What follows belongs to an exercise in optimizing a design on an open flow for small area and a short achievable clock period; a production flow would make more cautious choices. No activity file was given, so power comes from the tool's default toggle rates.

==> flow/design.v <==
`timescale 1ns/1ns
`default_nettype none
package cray_pkg;
   localparam logic [6:0]  VL_RESET    = 7'd64;
   localparam logic [17:0] LIMIT_RESET = 18'h3FFFF;
endpackage
`default_nettype wire
`timescale 1ns/1ns
`default_nettype none
module addr_unit
(
   input  wire  [23:0]  i_x,
   input  wire  [23:0]  i_y,
   input  wire          i_cin,
   input  wire          i_flip,
   output logic [23:0]  o_sum,
   output logic [23:0]  o_sum_x
);
   logic [23:0] g, p, c;
   logic [23:0] gl [6];
   logic [23:0] pl [6];
   assign g = i_x & i_y;
   assign p = i_x ^ i_y;
   always_comb
   begin
      gl[0] = g;
      pl[0] = p;
      gl[0][0] = g[0] | (p[0] & i_cin);
      for (int l = 0; l < 5; l++)
         for (int b = 0; b < 24; b++)
            if (b >= (1 << l))
            begin
               gl[l+1][b] = gl[l][b] | (pl[l][b] & gl[l][b - (1 << l)]);
               pl[l+1][b] = pl[l][b] & pl[l][b - (1 << l)];
            end
            else
            begin
               gl[l+1][b] = gl[l][b];
               pl[l+1][b] = pl[l][b];
            end
   end
   assign c       = {gl[5][22:0], i_cin};
   assign o_sum   = p ^ c;
   assign o_sum_x = (p ^ {24{i_flip}}) ^ c;
endmodule
`default_nettype wire
`timescale 1ns/1ns
`default_nettype none
module cray_core_top
(
   input  wire          clk,
   input  wire          rst,
   input  wire  [15:0]  i_nip_nxt,
   input  wire  [63:0]  i_word_nxt,
   input  wire          i_nip_vld,
   output logic [23:0]  o_p_addr,
   output logic         o_clear_ibufs,
   output logic         o_mem_ce,
   output logic [63:0]  o_data_to_mem,
   output logic         o_mem_wr_en
);
   logic s_exec, s_clr, s_fetch, s_wait, s_store, s_load, s_done;
   logic clr_q;
   logic [3:0]  cnt;
   logic [3:0]  cnt_nxt;
   logic        last;
   logic        ctx_rst;
   logic        ctx_rst_nxt;
   logic [7:0]  active_xa;
   logic [7:0]  xa;
   logic [6:0]  vl;
   logic [17:0] base_addr;
   logic [17:0] limit_addr;
   logic [23:0] p_addr;
   logic [23:0] a_rf [8];
   logic [15:0] nip;
   logic        nip_vld;
   logic [2:0]  cls;
   logic [2:0]  ci, cj, ck;
   logic [23:0] op_a, op_b;
   localparam logic [2:0] C_NOP   = 3'b000;
   localparam logic [2:0] C_EXCH  = 3'b001;
   localparam logic [2:0] C_SETVL = 3'b010;
   localparam logic [2:0] C_IMM22 = 3'b100;
   localparam logic [2:0] C_IMM6  = 3'b101;
   localparam logic [2:0] C_ADD   = 3'b110;
   localparam logic [2:0] C_SUB   = 3'b111;
   logic [2:0]  nip_cls;
   logic        exch_req, shift, two_parcel_nip;
   logic        wr_en, set_vl;
   logic [23:0] result, wdata;
   logic        load_a;
   assign last    = &cnt;
   assign cnt_nxt = (s_store || s_load) ? cnt + 4'd1 : 4'd0;
   always_comb
   begin
      case (nip[15:9])
         7'o000, 7'o004: nip_cls = C_EXCH;
         7'o002:         nip_cls = C_SETVL;
         7'o020:         nip_cls = C_IMM22;
         7'o022:         nip_cls = C_IMM6;
         7'o030:         nip_cls = C_ADD;
         7'o031:         nip_cls = C_SUB;
         default:        nip_cls = C_NOP;
      endcase
   end
   assign exch_req       = (cls == C_EXCH);
   assign shift          = s_exec && i_nip_vld && !exch_req;
   assign two_parcel_nip = nip_vld && (nip[15:9] == 7'o020);
   always_ff @(posedge clk)
   begin
      if (rst)
      begin
         s_exec  <= 1'b0;
         s_clr   <= 1'b1;
         s_fetch <= 1'b0;
         s_wait  <= 1'b0;
         s_store <= 1'b0;
         s_load  <= 1'b0;
         s_done  <= 1'b0;
         clr_q   <= 1'b1;
         cnt     <= 4'd0;
      end
      else
      begin
         s_exec  <= (s_exec && !exch_req) || s_done;
         s_clr   <= s_exec && exch_req;
         s_fetch <= s_clr || (s_fetch && !i_nip_vld);
         s_wait  <= s_fetch && i_nip_vld;
         s_store <= s_wait || (s_store && !last);
         s_load  <= (s_store && last) || (s_load && !last);
         s_done  <= s_load && last;
         clr_q   <= (s_exec && exch_req) || (s_load && last);
         cnt     <= cnt_nxt;
      end
   end
   assign ctx_rst_nxt = rst || (ctx_rst && !s_done);
   always_ff @(posedge clk)
      ctx_rst <= ctx_rst_nxt;
   always_ff @(posedge clk)
   begin
      if (rst)
         active_xa <= 8'd0;
      else if (s_exec)
         active_xa <= xa;
   end
   always_ff @(posedge clk)
   begin
      if (s_clr || s_done)
      begin
         nip_vld <= 1'b0;
         cls     <= C_NOP;
      end
      else if (shift)
      begin
         nip_vld <= !two_parcel_nip;
         cls     <= nip_vld ? nip_cls : C_NOP;
      end
   end
   always_ff @(posedge clk)
   begin
      if (shift)
      begin
         nip <= i_nip_nxt;
         ci  <= nip[8:6];
         cj  <= nip[5:3];
         ck  <= nip[2:0];
      end
   end
   logic [2:0]  rj;
   logic [23:0] rd_j, rd_k;
   logic        fwd_j, fwd_k, zero_j, zero_k;
   assign rj     = s_exec ? nip[5:3] : cnt_nxt[2:0];
   assign rd_j   = a_rf[rj];
   assign rd_k   = a_rf[nip[2:0]];
   assign zero_j = s_exec && (nip[5:3] == 3'd0);    
   assign zero_k = (nip[2:0] == 3'd0);
   assign fwd_j  = s_exec && cls[2] && (ci == nip[5:3]) && !zero_j;
   assign fwd_k  = cls[2] && (ci == nip[2:0]) && !zero_k;
   always_ff @(posedge clk)
   begin
      if (shift || s_wait || s_store)
         op_a <= fwd_j ? result : zero_j ? 24'd0 : rd_j;
      if (shift)
         op_b <= fwd_k ? result_x : (zero_k ? 24'd0 : rd_k) ^ {24{nsub}};
   end
   logic [23:0] sum, sum_x, result_x;
   logic        sub, nsub;
   assign sub  = cls[0];
   assign nsub = (nip_cls == C_SUB);
   addr_unit u_add (.i_x(op_a), .i_y(op_b), .i_cin(sub), .i_flip(nsub),
                    .o_sum(sum), .o_sum_x(sum_x));
   assign wr_en  = shift && cls[2];
   assign set_vl = shift && (cls == C_SETVL);
   assign result = cls[1] ? sum : cls[0] ? {18'd0, cj, ck} : {2'd0, cj, ck, nip};
   assign result_x = cls[1] ? sum_x : (cls[0] ? {18'd0, cj, ck} : {2'd0, cj, ck, nip}) ^ {24{nsub}};
   assign load_a = s_load && !cnt[3];
   assign wdata  = s_load ? i_word_nxt[23:0] : result;
   always_ff @(posedge clk)
   begin
      for (int n = 0; n < 8; n++)
         if ((load_a && cnt[2:0] == 3'(n)) || (wr_en && ci == 3'(n)))
            a_rf[n] <= wdata;
   end
   logic [23:0] p_inc;
   always_comb
      for (int b = 0; b < 24; b++)
         p_inc[b] = p_addr[b] ^ (&(p_addr | ~((24'd1 << b) - 24'd1)));
   logic [23:0] p_nxt;
   assign p_nxt = shift ? p_inc : (s_load && cnt == 4'd0) ? i_word_nxt[47:24] : p_addr;
   always_ff @(posedge clk)
      p_addr <= p_nxt;
   always_ff @(posedge clk)
   begin
      if (s_load && cnt == 4'd1) base_addr  <= i_word_nxt[45:28];
      if (s_load && cnt == 4'd2) limit_addr <= i_word_nxt[45:28];
      if (s_load && cnt == 4'd3) xa         <= i_word_nxt[47:40];
      if (s_load && cnt == 4'd3)
         vl <= i_word_nxt[39:33];
      else if (set_vl)
         vl <= (ck == 3'd0) ? 7'd1 : op_b[6:0];    
   end
   logic        sel_a;
   logic [23:0] st_hi_nxt;
   logic [23:0] st_hi_q;
   logic [23:0] p_port_q;
   logic        exec_nxt;
   logic [7:0]  axa_nxt;
   always_comb
   begin
      st_hi_nxt = 24'd0;
      if (cnt_nxt[3:2] == 2'd0)
         case (cnt_nxt[1:0])
            2'd0: st_hi_nxt = ctx_rst ? 24'd0 : p_addr;
            2'd1: st_hi_nxt = ctx_rst ? 24'd0 : {2'd0, base_addr, 4'd0};
            2'd2: st_hi_nxt = {2'd0, ctx_rst ? cray_pkg::LIMIT_RESET : limit_addr, 4'd0};
            2'd3: st_hi_nxt = {active_xa, ctx_rst ? cray_pkg::VL_RESET : vl, 9'd0};
         endcase
   end
   assign exec_nxt = !rst && ((s_exec && !exch_req) || s_done);
   assign axa_nxt  = rst ? 8'd0 : s_exec ? xa : active_xa;
   always_ff @(posedge clk)
   begin
      sel_a    <= !cnt_nxt[3] && !ctx_rst_nxt;
      st_hi_q  <= st_hi_nxt;
      p_port_q <= exec_nxt ? p_nxt : {10'd0, axa_nxt, rst ? 4'd0 : cnt_nxt, 2'b00};
   end
   assign o_p_addr      = p_port_q;
   assign o_clear_ibufs = clr_q;
   assign o_mem_ce      = s_store;
   assign o_mem_wr_en   = s_store;
   assign o_data_to_mem = {16'd0, st_hi_q, op_a & {24{sel_a}}};
endmodule
`default_nettype wire
clock: 6.0 ns
lec_check: 0
cap_margin: 20
core_margin: 2
core_utilization: 55
setup_slack_margin: 3.0
slew_margin: 20
standard.sh (not shown) runs the stock make flow with config.mk's settings and CLKGATE_MAP_FILE= SYNTH_SCRIPT=/design/flow/synth_recipe.tcl, a recipe that flattens the netlist after the stock synthesis.
==> flow/flow/run.sh <==
#!/bin/bash
# Standard ORFS layout (the standard.sh, standard synthesis unchanged),
# except that buffer_ports puts plain buf_2 buffers on the I/O ports instead
# of the delay buffers it picks by default.
# Full make output goes to make.log; ORFS keeps each step's log in orfs/logs.
set -euo pipefail
export BUFFER_PORTS_ARGS="-buffer_cell sky130_fd_sc_hd__buf_2"
bash standard.sh > make.log 2>&1
Edit:
--- a/flow/design.v
+++ b/flow/design.v
@@ -207,8 +207,11 @@
       for (int b = 0; b < 24; b++)
          p_inc[b] = p_addr[b] ^ (&(p_addr | ~((24'd1 << b) - 24'd1)));
-   logic [23:0] p_nxt;
-   assign p_nxt = shift ? p_inc : (s_load && cnt == 4'd0) ? i_word_nxt[47:24] : p_addr;
-   always_ff @(posedge clk)
-      p_addr <= p_nxt;
+   always_ff @(posedge clk)
+   begin
+      if (shift)
+         p_addr <= p_inc;
+      else if (s_load && cnt == 4'd0)
+         p_addr <= i_word_nxt[47:24];
+   end
    always_ff @(posedge clk)
    begin
@@ -221,34 +224,29 @@
          vl <= (ck == 3'd0) ? 7'd1 : op_b[6:0];    
    end
-   logic        sel_a;
-   logic [23:0] st_hi_nxt;
-   logic [23:0] st_hi_q;
-   logic [23:0] p_port_q;
-   logic        exec_nxt;
-   logic [7:0]  axa_nxt;
-   always_comb
-   begin
-      st_hi_nxt = 24'd0;
-      if (cnt_nxt[3:2] == 2'd0)
-         case (cnt_nxt[1:0])
-            2'd0: st_hi_nxt = ctx_rst ? 24'd0 : p_addr;
-            2'd1: st_hi_nxt = ctx_rst ? 24'd0 : {2'd0, base_addr, 4'd0};
-            2'd2: st_hi_nxt = {2'd0, ctx_rst ? cray_pkg::LIMIT_RESET : limit_addr, 4'd0};
-            2'd3: st_hi_nxt = {active_xa, ctx_rst ? cray_pkg::VL_RESET : vl, 9'd0};
-         endcase
-   end
-   assign exec_nxt = !rst && ((s_exec && !exch_req) || s_done);
-   assign axa_nxt  = rst ? 8'd0 : s_exec ? xa : active_xa;
-   always_ff @(posedge clk)
-   begin
-      sel_a    <= !cnt_nxt[3] && !ctx_rst_nxt;
-      st_hi_q  <= st_hi_nxt;
-      p_port_q <= exec_nxt ? p_nxt : {10'd0, axa_nxt, rst ? 4'd0 : cnt_nxt, 2'b00};
-   end
-   assign o_p_addr      = p_port_q;
+   logic sel_a, sel_p, sel_b, sel_l, sel_l1, sel_x, sel_v, sel_v1;
+   always_ff @(posedge clk)
+   begin
+      sel_a  <= !cnt_nxt[3] && !ctx_rst_nxt;
+      sel_p  <= (cnt_nxt == 4'd0) && !ctx_rst_nxt;
+      sel_b  <= (cnt_nxt == 4'd1) && !ctx_rst_nxt;
+      sel_l  <= (cnt_nxt == 4'd2) && !ctx_rst_nxt;
+      sel_l1 <= (cnt_nxt == 4'd2) &&  ctx_rst_nxt;
+      sel_x  <= (cnt_nxt == 4'd3);
+      sel_v  <= (cnt_nxt == 4'd3) && !ctx_rst_nxt;
+      sel_v1 <= (cnt_nxt == 4'd3) &&  ctx_rst_nxt;
+   end
+   logic [23:0] st_hi;
+   assign st_hi = ({24{sel_p}} & p_addr)
+                | ({24{sel_b}} & {2'd0, base_addr, 4'd0})
+                | ({24{sel_l}} & {2'd0, limit_addr, 4'd0})
+                | ({24{sel_l1}} & {2'd0, cray_pkg::LIMIT_RESET, 4'd0})
+                | ({24{sel_x}} & {active_xa, 16'd0})
+                | ({24{sel_v}} & {8'd0, vl, 9'd0})
+                | ({24{sel_v1}} & {8'd0, cray_pkg::VL_RESET, 9'd0});
+   assign o_p_addr      = s_exec ? p_addr : {10'd0, active_xa, cnt, 2'b00};
    assign o_clear_ibufs = clr_q;
    assign o_mem_ce      = s_store;
    assign o_mem_wr_en   = s_store;
-   assign o_data_to_mem = {16'd0, st_hi_q, op_a & {24{sel_a}}};
+   assign o_data_to_mem = {16'd0, st_hi, op_a & {24{sel_a}}};
 endmodule
 `default_nettype wire
The changed run passed the timing, DRC and antenna checks.
Clock-buffer cell count shrinks by 2.
Worst hold slack improved by 0.0044 ns.
Fmax is lower slightly.
Utilization increases by 0.43 points.
Non-clock buffer count increases by 3.
Final cell count shrinks by a few percent.
Critical path depth fell by 2.
Die area goes down by a few percent.
Register-to-register slack gets worse by 0.06 ns.
Design area drops by a few percent.
Synthesized cell count drops by a few percent.
First-iteration DRC count rises by a few percent.
Clock power shrinks by roughly a tenth.
Via count shrinks slightly.
No functional check of the RTL was part of any run of this note.

==> afterwards: timing with drivers on the ports <==
Ports are ideal in the flow. The routed layouts listed here were re-timed in OpenROAD. Step 1 sets driving cells, clkbuf_16 on the clock port and buf_2 on the other inputs (assumed; they add their load-dependent delay and slew). Step 2 times the ports against the registers' clock, not the clock port: input delays grow and output delays shrink by t, the midpoint of the rising clock arrivals with the driver on. Slacks: ideal / step 1 / step 2; pairs: ideal / step 1.
run | shift t [ns] | setup WS [ns] | slew at the worst register clock pin (ns)
the first run | 0.621 | 2.808 / 2.808 / 2.632 | 0.06 / 0.06
the second run | 0.597 | 2.753 / 2.753 / 2.716 | 0.06 / 0.06
After both steps setup and hold are still met in every run listed. The setup slack of the first run, which loses most, moves by 0.000 ns with the drivers and by -0.176 ns with both steps.
